What follows belongs to an exercise in optimizing a design on an open flow for small area, a short achievable clock period and few clock cycles per item; a production flow would make more cautious choices. Only simulation tests tie the RTL to the original design; equivalence was not proved. Power is estimated from default activity; no workload was simulated.

==> flow/design.v <==
package lvt_pkg;
    localparam int CAP_W   = 5;
    localparam int FIELD_W = 32;
    localparam logic [CAP_W-1:0] CAP_RESET = 5'd16;
    typedef enum logic [1:0] {
        ST_IDLE,
        ST_SEARCH,
        ST_APPLY
    } t_state;
    typedef struct packed {
        logic load_key;
        logic search;
        logic apply;
    } t_cmd;
    typedef struct packed {
        logic hit;
        logic error;
    } t_stat;
endpackage
module lvt_ctrl #(
    parameter int RES_W = 40
) (
    input  logic             i_clk,
    input  logic             i_rst_n,
    input  logic             i_push,
    input  logic [RES_W-1:0] i_res,
    input  logic             i_out_stall,
    output logic             o_hold,
    output logic             o_stall,
    output logic             o_valid,
    output logic [RES_W-1:0] o_res
);
    logic             r_ov;
    logic             r_sv;
    logic             r_stall;
    logic [RES_W-1:0] r_out;
    logic [RES_W-1:0] r_skid;
    logic             pop;
    logic             keep;
    logic             n_ov;
    logic             n_sv;
    logic [RES_W-1:0] in_res;
    assign pop  = r_ov && !i_out_stall;
    assign keep = r_ov && i_out_stall;
    assign n_ov = r_sv || i_push || keep;
    assign n_sv = keep && (r_sv || i_push);
    always_ff @(posedge i_clk) begin
        if (!i_rst_n) begin
            r_ov    <= 1'b0;
            r_sv    <= 1'b0;
            r_stall <= 1'b0;
        end else begin
            r_ov    <= n_ov;
            r_sv    <= n_sv;
            r_stall <= n_sv || (n_ov && i_out_stall);
        end
    end
    assign in_res = r_sv ? r_skid : i_res;
    always_ff @(posedge i_clk) begin
        if (!r_sv) r_skid <= i_res;
        r_out <= ({RES_W{keep}} & r_out) | ({RES_W{!keep}} & in_res);
    end
    assign o_hold  = r_sv;
    assign o_stall = r_stall;
    assign o_valid = r_ov;
    assign o_res   = r_out;
endmodule
module lvt_datapath #(
    parameter int DEPTH      = 16,
    parameter int VALUE_BITS = 32
) (
    input  logic                          i_clk,
    input  logic                          i_rst_n,
    input  logic                          i_cfg_we,
    input  logic [lvt_pkg::CAP_W-1:0]     i_cfg_wdata,
    input  logic                          i_hold,
    input  logic                          i_valid,
    input  logic [lvt_pkg::FIELD_W-1:0]   i_key_value,
    output logic                          o_push,
    output logic                          o_status,
    output logic                          o_hit,
    output logic                          o_evicted_valid,
    output logic [lvt_pkg::FIELD_W-1:0]   o_evicted_value,
    output logic [lvt_pkg::CAP_W-1:0]     o_occupancy
);
    localparam int CNT_W = $clog2(DEPTH + 1);
    localparam int LO_W  = VALUE_BITS / 2;
    logic [VALUE_BITS-1:0]     r_list [DEPTH];
    logic [CNT_W-1:0]          r_cnt;
    logic [lvt_pkg::CAP_W-1:0] r_cap;
    logic [DEPTH-1:0]      r_lv;
    logic                  r_full;
    logic [DEPTH-1:0]      r_missv;
    logic                  r_v2;
    logic [VALUE_BITS-1:0] r_k2;
    logic [DEPTH-1:0]      r_hlo2;
    logic [DEPTH-1:0]      r_hhi2;
    logic                  r_eq2;
    logic                  r_vb;
    logic [VALUE_BITS-1:0] r_kb;
    logic [DEPTH-1:0]      r_sb;    
    logic                  go;
    logic                  cap0;
    logic                  is_evict;
    logic                  is_insert;
    logic                  found;
    logic [DEPTH-1:0]      en;
    logic [DEPTH-1:0]      hlo;
    logic [DEPTH-1:0]      hhi;
    logic [DEPTH-1:0]      hlo1;
    logic [DEPTH-1:0]      hhi1;
    logic                  eqb_lo;
    logic                  eqb_hi;
    logic                  eq12;
    logic [DEPTH-1:0]      m2;
    logic [DEPTH-1:0]      s2;
    logic [DEPTH-1:0]      s2s;
    logic [VALUE_BITS-1:0] last;
    assign go = r_vb && !i_hold;
    always_comb begin
        found     = r_sb[0];
        cap0      = (r_cap == '0);
        is_evict  = !found && !cap0 && r_full;
        is_insert = !found && !cap0 && !r_full;
        for (int i = 0; i < DEPTH; i++)
            en[i] = go && (r_sb[i] || (!found && r_missv[i]));
    end
    logic [DEPTH-1:0] capsel;
    logic [DEPTH-1:0] lv_ins;
    logic             full_ins;
    logic             full_same;
    logic [DEPTH-1:0] missv_ins;
    logic [DEPTH-1:0] missv_same;
    logic             ins_now;
    always_comb begin
        for (int i = 0; i < DEPTH; i++)
            capsel[i] = (i == DEPTH - 1) ? (r_cap >= lvt_pkg::CAP_W'(DEPTH)) : (r_cap == lvt_pkg::CAP_W'(i + 1));
        lv_ins    = {r_lv[DEPTH-2:0], 1'b1};
        full_ins  = |(lv_ins & capsel);
        full_same = |(r_lv & capsel);
        for (int i = 0; i < DEPTH; i++) begin
            missv_ins[i]  = !cap0 && (full_ins ? lv_ins[i] : ((i == 0) ? 1'b1 : lv_ins[(i == 0) ? 0 : i - 1]));
            missv_same[i] = !cap0 && (full_same ? r_lv[i] : ((i == 0) ? 1'b1 : r_lv[(i == 0) ? 0 : i - 1]));
        end
        ins_now = go && is_insert;
    end
    always_comb begin
        for (int i = 0; i < DEPTH; i++) begin
            hlo[i] = (r_list[i][LO_W-1:0] == i_key_value[LO_W-1:0]);
            hhi[i] = (r_list[i][VALUE_BITS-1:LO_W] == i_key_value[VALUE_BITS-1:LO_W]);
        end
        eqb_lo = (r_kb[LO_W-1:0] == i_key_value[LO_W-1:0]);
        eqb_hi = (r_kb[VALUE_BITS-1:LO_W] == i_key_value[VALUE_BITS-1:LO_W]);
        eq12   = (r_k2 == i_key_value);
        for (int i = 0; i < DEPTH; i++) begin
            hlo1[i] = en[i] ? ((i == 0) ? eqb_lo : hlo[(i == 0) ? 0 : i - 1]) : hlo[i];
            hhi1[i] = en[i] ? ((i == 0) ? eqb_hi : hhi[(i == 0) ? 0 : i - 1]) : hhi[i];
        end
    end
    logic [DEPTH-1:0] lastsel;
    logic             last2;
    logic             drop2;
    always_comb begin
        m2 = r_hlo2 & r_hhi2 & r_lv;
        for (int i = 0; i < DEPTH; i++) begin
            s2[i]      = |(m2 >> i);
            lastsel[i] = r_lv[i] && ((i == DEPTH - 1) || !r_lv[(i == DEPTH - 1) ? i : i + 1]);
        end
        last2 = |(m2 & lastsel);
        drop2 = found ? r_eq2 : (is_evict && last2);
        for (int i = 0; i < DEPTH; i++)
            s2s[i] = en[i] ? (((i == 0) && r_eq2) || (s2[(i == 0) ? 0 : i - 1] && !drop2)) : s2[i];
    end
    always_comb begin
        last = '0;
        for (int i = 0; i < DEPTH; i++)
            if (lastsel[i]) last = last | r_list[i];
    end
    always_ff @(posedge i_clk) begin
        if (!i_rst_n) begin
            r_cnt   <= '0;
            r_cap   <= lvt_pkg::CAP_RESET;
            r_lv    <= '0;
            r_full  <= 1'b0;
            r_missv <= DEPTH'(1);
            r_v2    <= 1'b0;
            r_vb    <= 1'b0;
        end else begin
            if (i_cfg_we) r_cap <= i_cfg_wdata;
            if (ins_now) begin
                r_cnt   <= r_cnt + CNT_W'(1);
                r_lv    <= lv_ins;
                r_full  <= full_ins;
                r_missv <= missv_ins;
            end else begin
                r_full  <= full_same;
                r_missv <= missv_same;
            end
            if (!i_hold) begin
                r_v2 <= i_valid;
                r_vb <= r_v2;
            end
        end
    end
    always_ff @(posedge i_clk) begin
        for (int i = 0; i < DEPTH; i++)
            if (en[i]) r_list[i] <= (i == 0) ? r_kb : r_list[(i == 0) ? 0 : i - 1];
        if (!i_hold) begin
            r_k2   <= i_key_value;
            r_hlo2 <= hlo1;
            r_hhi2 <= hhi1;
            r_eq2  <= eq12;
            r_kb   <= r_k2;
            r_sb   <= s2s;
        end
    end
    assign o_push          = go;
    assign o_status        = !found && cap0;
    assign o_hit           = found;
    assign o_evicted_valid = is_evict;
    assign o_evicted_value = is_evict ? last : '0;
    assign o_occupancy     = lvt_pkg::CAP_W'(r_cnt + CNT_W'(is_insert));
endmodule
module lru_value_tracker #(
    parameter int DEPTH      = 16,
    parameter int VALUE_BITS = 32
) (
    input  logic                               i_clk,
    input  logic                               i_rst_n,
    input  logic                               i_cfg_we,
    input  logic [lvt_pkg::CAP_W-1:0]          i_cfg_wdata,
    input  logic                               i_valid,
    output logic                               o_stall,
    input  logic signed [lvt_pkg::FIELD_W-1:0] i_key_value,
    output logic                               o_valid,
    input  logic                               i_stall,
    output logic                               o_status,
    output logic                               o_hit,
    output logic                               o_evicted_valid,
    output logic signed [lvt_pkg::FIELD_W-1:0] o_evicted_value,
    output logic [lvt_pkg::CAP_W-1:0]          o_occupancy
);
    localparam int RES_W = 3 + lvt_pkg::FIELD_W + lvt_pkg::CAP_W;
    logic             hold;
    logic             push;
    logic             st, hit, evv;
    logic [lvt_pkg::FIELD_W-1:0] evval;
    logic [lvt_pkg::CAP_W-1:0]   occ;
    logic [RES_W-1:0] res;
    lvt_datapath #(
        .DEPTH      (DEPTH),
        .VALUE_BITS (VALUE_BITS)
    ) u_datapath (
        .i_clk           (i_clk),
        .i_rst_n         (i_rst_n),
        .i_cfg_we        (i_cfg_we),
        .i_cfg_wdata     (i_cfg_wdata),
        .i_hold          (hold),
        .i_valid         (i_valid && !o_stall),
        .i_key_value     (i_key_value),
        .o_push          (push),
        .o_status        (st),
        .o_hit           (hit),
        .o_evicted_valid (evv),
        .o_evicted_value (evval),
        .o_occupancy     (occ)
    );
    lvt_ctrl #(
        .RES_W (RES_W)
    ) u_ctrl (
        .i_clk       (i_clk),
        .i_rst_n     (i_rst_n),
        .i_push      (push),
        .i_res       ({st, hit, evv, evval, occ}),
        .i_out_stall (i_stall),
        .o_hold      (hold),
        .o_stall     (o_stall),
        .o_valid     (o_valid),
        .o_res       (res)
    );
    assign {o_status, o_hit, o_evicted_valid, o_evicted_value, o_occupancy} = res;
endmodule
make LEC_CHECK=0 CAP_MARGIN=20 CORE_MARGIN=2 CORE_UTILIZATION=40 CTS_CLUSTER_DIAMETER=100 CTS_CLUSTER_SIZE=20 SETUP_SLACK_MARGIN=2.2 SLEW_MARGIN=20 finish   # period 4.4 ns
run.sh (not shown) runs the stock make flow with config.mk's settings and CLKGATE_MAP_FILE= SYNTH_SCRIPT=/design/flow/synth_recipe.tcl, a recipe that flattens the netlist after the stock synthesis.
Testbench counts at the start, summed over its fixed seeds: cycles 16,024, items 16,000.
Rerun with:
--- a/flow/design.v
+++ b/flow/design.v
@@ -91,5 +91,4 @@
     logic [DEPTH-1:0]      r_lv;
     logic                  r_full;
-    logic [DEPTH-1:0]      r_missv;
     logic                  r_v2;
     logic [VALUE_BITS-1:0] r_k2;
@@ -105,4 +104,5 @@
     logic                  is_insert;
     logic                  found;
+    logic [DEPTH-1:0]      missv;
     logic [DEPTH-1:0]      en;
     logic [DEPTH-1:0]      hlo;
@@ -124,5 +124,7 @@
         is_insert = !found && !cap0 && !r_full;
         for (int i = 0; i < DEPTH; i++)
-            en[i] = go && (r_sb[i] || (!found && r_missv[i]));
+            missv[i] = !cap0 && (r_full ? r_lv[i] : ((i == 0) ? 1'b1 : r_lv[(i == 0) ? 0 : i - 1]));
+        for (int i = 0; i < DEPTH; i++)
+            en[i] = go && (r_sb[i] || (!found && missv[i]));
     end
     logic [DEPTH-1:0] capsel;
@@ -130,6 +132,4 @@
     logic             full_ins;
     logic             full_same;
-    logic [DEPTH-1:0] missv_ins;
-    logic [DEPTH-1:0] missv_same;
     logic             ins_now;
     always_comb begin
@@ -139,8 +139,4 @@
         full_ins  = |(lv_ins & capsel);
         full_same = |(r_lv & capsel);
-        for (int i = 0; i < DEPTH; i++) begin
-            missv_ins[i]  = !cap0 && (full_ins ? lv_ins[i] : ((i == 0) ? 1'b1 : lv_ins[(i == 0) ? 0 : i - 1]));
-            missv_same[i] = !cap0 && (full_same ? r_lv[i] : ((i == 0) ? 1'b1 : r_lv[(i == 0) ? 0 : i - 1]));
-        end
         ins_now = go && is_insert;
     end
@@ -183,5 +179,4 @@
             r_lv    <= '0;
             r_full  <= 1'b0;
-            r_missv <= DEPTH'(1);
             r_v2    <= 1'b0;
             r_vb    <= 1'b0;
@@ -192,8 +187,6 @@
                 r_lv    <= lv_ins;
                 r_full  <= full_ins;
-                r_missv <= missv_ins;
             end else begin
                 r_full  <= full_same;
-                r_missv <= missv_same;
             end
             if (!i_hold) begin
What happened: The changed run produced a clean layout. Final cell count goes down by 3.6%. Die area goes down by 1.4%. Sequential power goes down by about 2%. Final area goes down by about 3.5%. Area after synthesis goes down by 1.4%. Total power goes down by 2.9%. Worst setup slack is worse by 48 ps. Sequential share of layout area goes up by 1.2 points. Core utilization goes down by 0.89 points. Clock power goes down by about 3%. Sequential cell count goes down by 16.
Testbench counts after the change, summed over its fixed seeds: cycles 16,024, items 16,000.

========
Setup of run F:
Another version of the RTL of lru_value_tracker (not shown whole).
For scale: about 2300 cells after synthesis, roughly 710 flip-flops, roughly 84 I/O pins, ~33000 sq um of cells after synthesis.
==> module lvt_datapath, before the edit <==
module lvt_datapath #(
    parameter int DEPTH      = 16,
    parameter int VALUE_BITS = 32
) (
    input  logic                          i_clk,
    input  logic                          i_rst_n,
    input  logic                          i_cfg_we,
    input  logic [lvt_pkg::CAP_W-1:0]     i_cfg_wdata,
    input  logic                          i_hold,
    input  logic                          i_valid,
    input  logic [lvt_pkg::FIELD_W-1:0]   i_key_value,
    output logic                          o_push,
    output logic                          o_status,
    output logic                          o_hit,
    output logic                          o_evicted_valid,
    output logic [lvt_pkg::FIELD_W-1:0]   o_evicted_value,
    output logic [lvt_pkg::CAP_W-1:0]     o_occupancy
);
    localparam int CNT_W = $clog2(DEPTH + 1);
    localparam int LO_W  = VALUE_BITS / 2;
    logic [VALUE_BITS-1:0]     r_list [DEPTH];
    logic [CNT_W-1:0]          r_cnt;
    logic [lvt_pkg::CAP_W-1:0] r_cap;
    logic                      r_cap0;    
    logic [DEPTH-1:0]      r_lv;
    logic [DEPTH-1:0]      r_ls;
    logic                  r_full;
    logic                  r_v2;
    logic [VALUE_BITS-1:0] r_k2;
    logic [DEPTH-1:0]      r_hlo2;
    logic [DEPTH-1:0]      r_hhi2;
    logic                  r_eq2;
    logic                  r_vb;
    logic [VALUE_BITS-1:0] r_kb;
    logic [DEPTH-1:0]      r_sb;    
    logic                  r_nf;    
    logic                  go;
    logic                  cap0;
    logic                  is_evict;
    logic                  is_insert;
    logic                  found;
    logic [DEPTH-1:0]      missv;
    logic [DEPTH-1:0]      en;
    logic [DEPTH-1:0]      hlo;
    logic [DEPTH-1:0]      hhi;
    logic [DEPTH-1:0]      hlo1;
    logic [DEPTH-1:0]      hhi1;
    logic                  eqb_lo;
    logic                  eqb_hi;
    logic                  eq12;
    logic [DEPTH-1:0]      m2;
    logic [DEPTH-1:0]      s2;
    logic [DEPTH-1:0]      s2s;
    logic [VALUE_BITS-1:0] last;
    assign go = r_vb && !i_hold;
    always_comb begin
        found     = r_sb[0];
        cap0      = r_cap0;
        is_evict  = r_nf && !cap0 && r_full;
        is_insert = r_nf && !cap0 && !r_full;
        for (int i = 0; i < DEPTH; i++)
            missv[i] = !cap0 && (r_full ? r_lv[i] : ((i == 0) ? 1'b1 : r_lv[(i == 0) ? 0 : i - 1]));
        for (int i = 0; i < DEPTH; i++)
            en[i] = go && (r_sb[i] || (r_nf && missv[i]));
    end
    logic [DEPTH-1:0] capsel;
    logic [DEPTH-1:0] lv_ins;
    logic             full_ins;
    logic             full_same;
    logic             ins_now;
    always_comb begin
        for (int i = 0; i < DEPTH; i++)
            capsel[i] = (i == DEPTH - 1) ? (r_cap >= lvt_pkg::CAP_W'(DEPTH)) : (r_cap == lvt_pkg::CAP_W'(i + 1));
        lv_ins    = {r_lv[DEPTH-2:0], 1'b1};
        full_ins  = |(lv_ins & capsel);
        full_same = |(r_lv & capsel);
        ins_now = go && is_insert;
    end
    always_comb begin
        for (int i = 0; i < DEPTH; i++) begin
            hlo[i] = (r_list[i][LO_W-1:0] == i_key_value[LO_W-1:0]);
            hhi[i] = (r_list[i][VALUE_BITS-1:LO_W] == i_key_value[VALUE_BITS-1:LO_W]);
        end
        eqb_lo = (r_kb[LO_W-1:0] == i_key_value[LO_W-1:0]);
        eqb_hi = (r_kb[VALUE_BITS-1:LO_W] == i_key_value[VALUE_BITS-1:LO_W]);
        eq12   = (r_k2 == i_key_value);
        for (int i = 0; i < DEPTH; i++) begin
            hlo1[i] = en[i] ? ((i == 0) ? eqb_lo : hlo[(i == 0) ? 0 : i - 1]) : hlo[i];
            hhi1[i] = en[i] ? ((i == 0) ? eqb_hi : hhi[(i == 0) ? 0 : i - 1]) : hhi[i];
        end
    end
    logic             last2;
    logic             drop2;
    always_comb begin
        m2 = r_hlo2 & r_hhi2 & r_lv;
        for (int i = 0; i < DEPTH; i++)
            s2[i] = |(m2 >> i);
        last2 = |(m2 & r_ls);
        drop2 = r_nf ? (is_evict && last2) : r_eq2;
        for (int i = 0; i < DEPTH; i++)
            s2s[i] = en[i] ? (((i == 0) && r_eq2) || (s2[(i == 0) ? 0 : i - 1] && !drop2)) : s2[i];
    end
    always_comb begin
        last = '0;
        for (int i = 0; i < DEPTH; i++)
            if (r_ls[i]) last = last | r_list[i];
    end
    always_ff @(posedge i_clk) begin
        if (!i_rst_n) begin
            r_cnt   <= '0;
            r_cap   <= lvt_pkg::CAP_RESET;
            r_cap0  <= 1'b0;
            r_lv    <= '0;
            r_ls    <= '0;
            r_full  <= 1'b0;
            r_v2    <= 1'b0;
            r_vb    <= 1'b0;
        end else begin
            if (i_cfg_we) begin
                r_cap  <= i_cfg_wdata;
                r_cap0 <= (i_cfg_wdata == '0);
            end
            if (ins_now) begin
                r_cnt   <= r_cnt + CNT_W'(1);
                r_lv    <= lv_ins;
                r_ls    <= {r_ls[DEPTH-2:0], r_ls == '0};
                r_full  <= full_ins;
            end else begin
                r_full  <= full_same;
            end
            if (!i_hold) begin
                r_v2 <= i_valid;
                r_vb <= r_v2;
            end
        end
    end
    always_ff @(posedge i_clk) begin
        for (int i = 0; i < DEPTH; i++)
            if (en[i]) r_list[i] <= (i == 0) ? r_kb : r_list[(i == 0) ? 0 : i - 1];
        if (!i_hold) begin
            r_k2   <= i_key_value;
            r_hlo2 <= hlo1;
            r_hhi2 <= hhi1;
            r_eq2  <= eq12;
            r_kb   <= r_k2;
            r_sb   <= s2s;
            r_nf   <= !s2s[0];
        end
    end
    assign o_push          = go;
    assign o_status        = r_nf && cap0;
    assign o_hit           = found;
    assign o_evicted_valid = is_evict;
    assign o_evicted_value = is_evict ? last : '0;
    assign o_occupancy     = lvt_pkg::CAP_W'(r_cnt + CNT_W'(is_insert));
endmodule
Settings: LEC_CHECK=0, CAP_MARGIN=20, CORE_MARGIN=2, CORE_UTILIZATION=50, CTS_CLUSTER_DIAMETER=100, CTS_CLUSTER_SIZE=20, SETUP_SLACK_MARGIN=2.2, SLEW_MARGIN=20; clock period 4.4 ns.
standard.sh (not shown) runs the stock make flow with config.mk's settings and CLKGATE_MAP_FILE= SYNTH_SCRIPT=/design/flow/synth_recipe.tcl, a recipe that flattens the netlist after the stock synthesis.
==> flow/flow/run.sh <==
#!/bin/bash
set -euo pipefail
cd "$(dirname "$0")/.."
bash standard.sh "BUFFER_PORTS_ARGS=-buffer_cell sky130_fd_sc_hd__buf_8" finish > run_standard.log 2>&1
Testbench counts of run F, summed over its fixed seeds: cycles 16,024, items 16,000.
Changes in run G relative to run F:
==> flow/design.v, changed modules only <==
module lvt_datapath #(
    parameter int DEPTH      = 16,
    parameter int VALUE_BITS = 32
) (
    input  logic                          i_clk,
    input  logic                          i_rst_n,
    input  logic                          i_cfg_we,
    input  logic [lvt_pkg::CAP_W-1:0]     i_cfg_wdata,
    input  logic                          i_hold,
    input  logic                          i_valid,
    input  logic [lvt_pkg::FIELD_W-1:0]   i_key_value,
    output logic                          o_push,
    output logic                          o_status,
    output logic                          o_hit,
    output logic                          o_evicted_valid,
    output logic [lvt_pkg::FIELD_W-1:0]   o_evicted_value,
    output logic [lvt_pkg::CAP_W-1:0]     o_occupancy
);
    localparam int CNT_W = $clog2(DEPTH + 1);
    logic [VALUE_BITS-1:0]     r_list [DEPTH];
    logic [CNT_W-1:0]          r_cnt;
    logic [lvt_pkg::CAP_W-1:0] r_cap;
    logic                      r_cap0;    
    logic [DEPTH-1:0]      r_lv;
    logic [DEPTH-1:0]      r_ls;
    logic                  r_full;
    logic                  r_v2;
    logic [VALUE_BITS-1:0] r_k2;
    logic [DEPTH-1:0]      r_m2;
    logic                  r_eq2;
    logic                  r_vb;
    logic [VALUE_BITS-1:0] r_kb;
    logic [DEPTH-1:0]      r_sb;    
    logic                  r_nf;    
    logic                  go;
    logic                  cap0;
    logic                  is_evict;
    logic                  is_insert;
    logic                  found;
    logic [DEPTH-1:0]      missv;
    logic [DEPTH-1:0]      en;
    logic [DEPTH-1:0]      mk;
    logic [DEPTH-1:0]      mk1;
    logic                  eqb;
    logic                  eq12;
    logic [DEPTH-1:0]      m2;
    logic [DEPTH-1:0]      s2;
    logic [DEPTH-1:0]      s2s;
    logic [VALUE_BITS-1:0] last;
    assign go = r_vb && !i_hold;
    always_comb begin
        found     = r_sb[0];
        cap0      = r_cap0;
        is_evict  = r_nf && !cap0 && r_full;
        is_insert = r_nf && !cap0 && !r_full;
        for (int i = 0; i < DEPTH; i++)
            missv[i] = !cap0 && (r_full ? r_lv[i] : ((i == 0) ? 1'b1 : r_lv[(i == 0) ? 0 : i - 1]));
        for (int i = 0; i < DEPTH; i++)
            en[i] = go && (r_sb[i] || (r_nf && missv[i]));
    end
    logic [DEPTH-1:0] capsel;
    logic [DEPTH-1:0] lv_ins;
    logic             full_ins;
    logic             full_same;
    logic             ins_now;
    always_comb begin
        for (int i = 0; i < DEPTH; i++)
            capsel[i] = (i == DEPTH - 1) ? (r_cap >= lvt_pkg::CAP_W'(DEPTH)) : (r_cap == lvt_pkg::CAP_W'(i + 1));
        lv_ins    = {r_lv[DEPTH-2:0], 1'b1};
        full_ins  = |(lv_ins & capsel);
        full_same = |(r_lv & capsel);
        ins_now = go && is_insert;
    end
    always_comb begin
        for (int i = 0; i < DEPTH; i++)
            mk[i] = (r_list[i] == i_key_value[VALUE_BITS-1:0]);
        eqb  = (r_kb == i_key_value[VALUE_BITS-1:0]);
        eq12 = (r_k2 == i_key_value[VALUE_BITS-1:0]);
        for (int i = 0; i < DEPTH; i++)
            mk1[i] = en[i] ? ((i == 0) ? eqb : mk[(i == 0) ? 0 : i - 1]) : mk[i];
    end
    logic             last2;
    logic             drop2;
    always_comb begin
        m2 = r_m2 & r_lv;
        for (int i = 0; i < DEPTH; i++)
            s2[i] = |(m2 >> i);
        last2 = |(m2 & r_ls);
        drop2 = r_nf ? (is_evict && last2) : r_eq2;
        for (int i = 0; i < DEPTH; i++)
            s2s[i] = en[i] ? (((i == 0) && r_eq2) || (s2[(i == 0) ? 0 : i - 1] && !drop2)) : s2[i];
    end
    always_comb begin
        last = '0;
        for (int i = 0; i < DEPTH; i++)
            if (r_ls[i]) last = last | r_list[i];
    end
    always_ff @(posedge i_clk) begin
        if (!i_rst_n) begin
            r_cnt   <= '0;
            r_cap   <= lvt_pkg::CAP_RESET;
            r_cap0  <= 1'b0;
            r_lv    <= '0;
            r_ls    <= '0;
            r_full  <= 1'b0;
            r_v2    <= 1'b0;
            r_vb    <= 1'b0;
        end else begin
            if (i_cfg_we) begin
                r_cap  <= i_cfg_wdata;
                r_cap0 <= (i_cfg_wdata == '0);
            end
            if (ins_now) begin
                r_cnt   <= r_cnt + CNT_W'(1);
                r_lv    <= lv_ins;
                r_ls    <= {r_ls[DEPTH-2:0], r_ls == '0};
                r_full  <= full_ins;
            end else begin
                r_full  <= full_same;
            end
            if (!i_hold) begin
                r_v2 <= i_valid;
                r_vb <= r_v2;
            end
        end
    end
    always_ff @(posedge i_clk) begin
        for (int i = 0; i < DEPTH; i++)
            if (en[i]) r_list[i] <= (i == 0) ? r_kb : r_list[(i == 0) ? 0 : i - 1];
        if (!i_hold) begin
            r_k2   <= i_key_value;
            r_m2   <= mk1;
            r_eq2  <= eq12;
            r_kb   <= r_k2;
            r_sb   <= s2s;
            r_nf   <= !s2s[0];
        end
    end
    assign o_push          = go;
    assign o_status        = r_nf && cap0;
    assign o_hit           = found;
    assign o_evicted_valid = is_evict;
    assign o_evicted_value = is_evict ? last : '0;
    assign o_occupancy     = lvt_pkg::CAP_W'(r_cnt + CNT_W'(is_insert));
endmodule
Results
| combinational cell fraction of total power | run G vs run F | 1.8 points higher |. Run comparison: run G highest-delay cell along the critical path sky130_fd_sc_hd__xnor2_1; run F highest-delay cell along the critical path sky130_fd_sc_hd__or4_4. Of run G and run F, the higher layout buffer count excluding clock buffers belongs to run G. Compared with run F, in run G async set-reset flop share out of synthesis has remained practically unchanged; post-CTS setup repair buffer count has increased; post-synth design cell area has decreased. Run F → run G: layout overhead on the synthesized area up 0.34 points; synthesized-area fraction occupied by xor and xnor cells up 0.25 points. Compared to run F, run G has wire length per cell after detailed routing about 14% higher. From run F to run G the numbers moved as follows: clock power increased about 3%, pin count of the biggest net entering global routing decreased 4.1%, total power increased 0.16 mW. Run G: multi-input combinational gate total lower than run F. Across both runs, actual transition at the worst max-transition pin was lower for run G than for run F.
Testbench counts of run G, summed over its fixed seeds: cycles 16,024, items 16,000.

[static timing again, ports no longer ideal]
The flow's constraints put no driver on any port. The routed layouts listed below were extracted and timed again, unchanged, in two steps.
Step 1 (the two cells are an assumption about what drives the block):
set clk [get_ports {i_clk}]
set_driving_cell -lib_cell sky130_fd_sc_hd__clkbuf_16 $clk
set_driving_cell -lib_cell sky130_fd_sc_hd__buf_2 [delete_from_list [all_inputs] $clk]
Step 2 also shifts input and output timing later by t, the mid clock arrival at the registers, as if the neighbouring blocks saw the same clock.
Slacks: ideal ports / drivers / drivers and shift; pairs: ideal ports / drivers.
run | t, ns | slack for setup (ns) | clock arrival spread, ns | pins driven straight from the clock port
the first run of note 1 | 0.684 | 2.162 / 2.162 / 1.541 | 0.025 / 0.024 | 1
the second run of note 1 | 0.669 | 2.114 / 2.114 / 1.542 | 0.035 / 0.035 | 1
run F | 0.655 | 2.119 / 2.119 / 1.702 | 0.033 / 0.034 | 1
run G | 0.696 | 2.103 / 2.103 / 1.477 | 0.054 / 0.054 | 1
After both steps every run listed still meets setup and hold. The setup slack of run G, which loses most, moves by 0.000 ns with the drivers and by -0.626 ns with both steps.
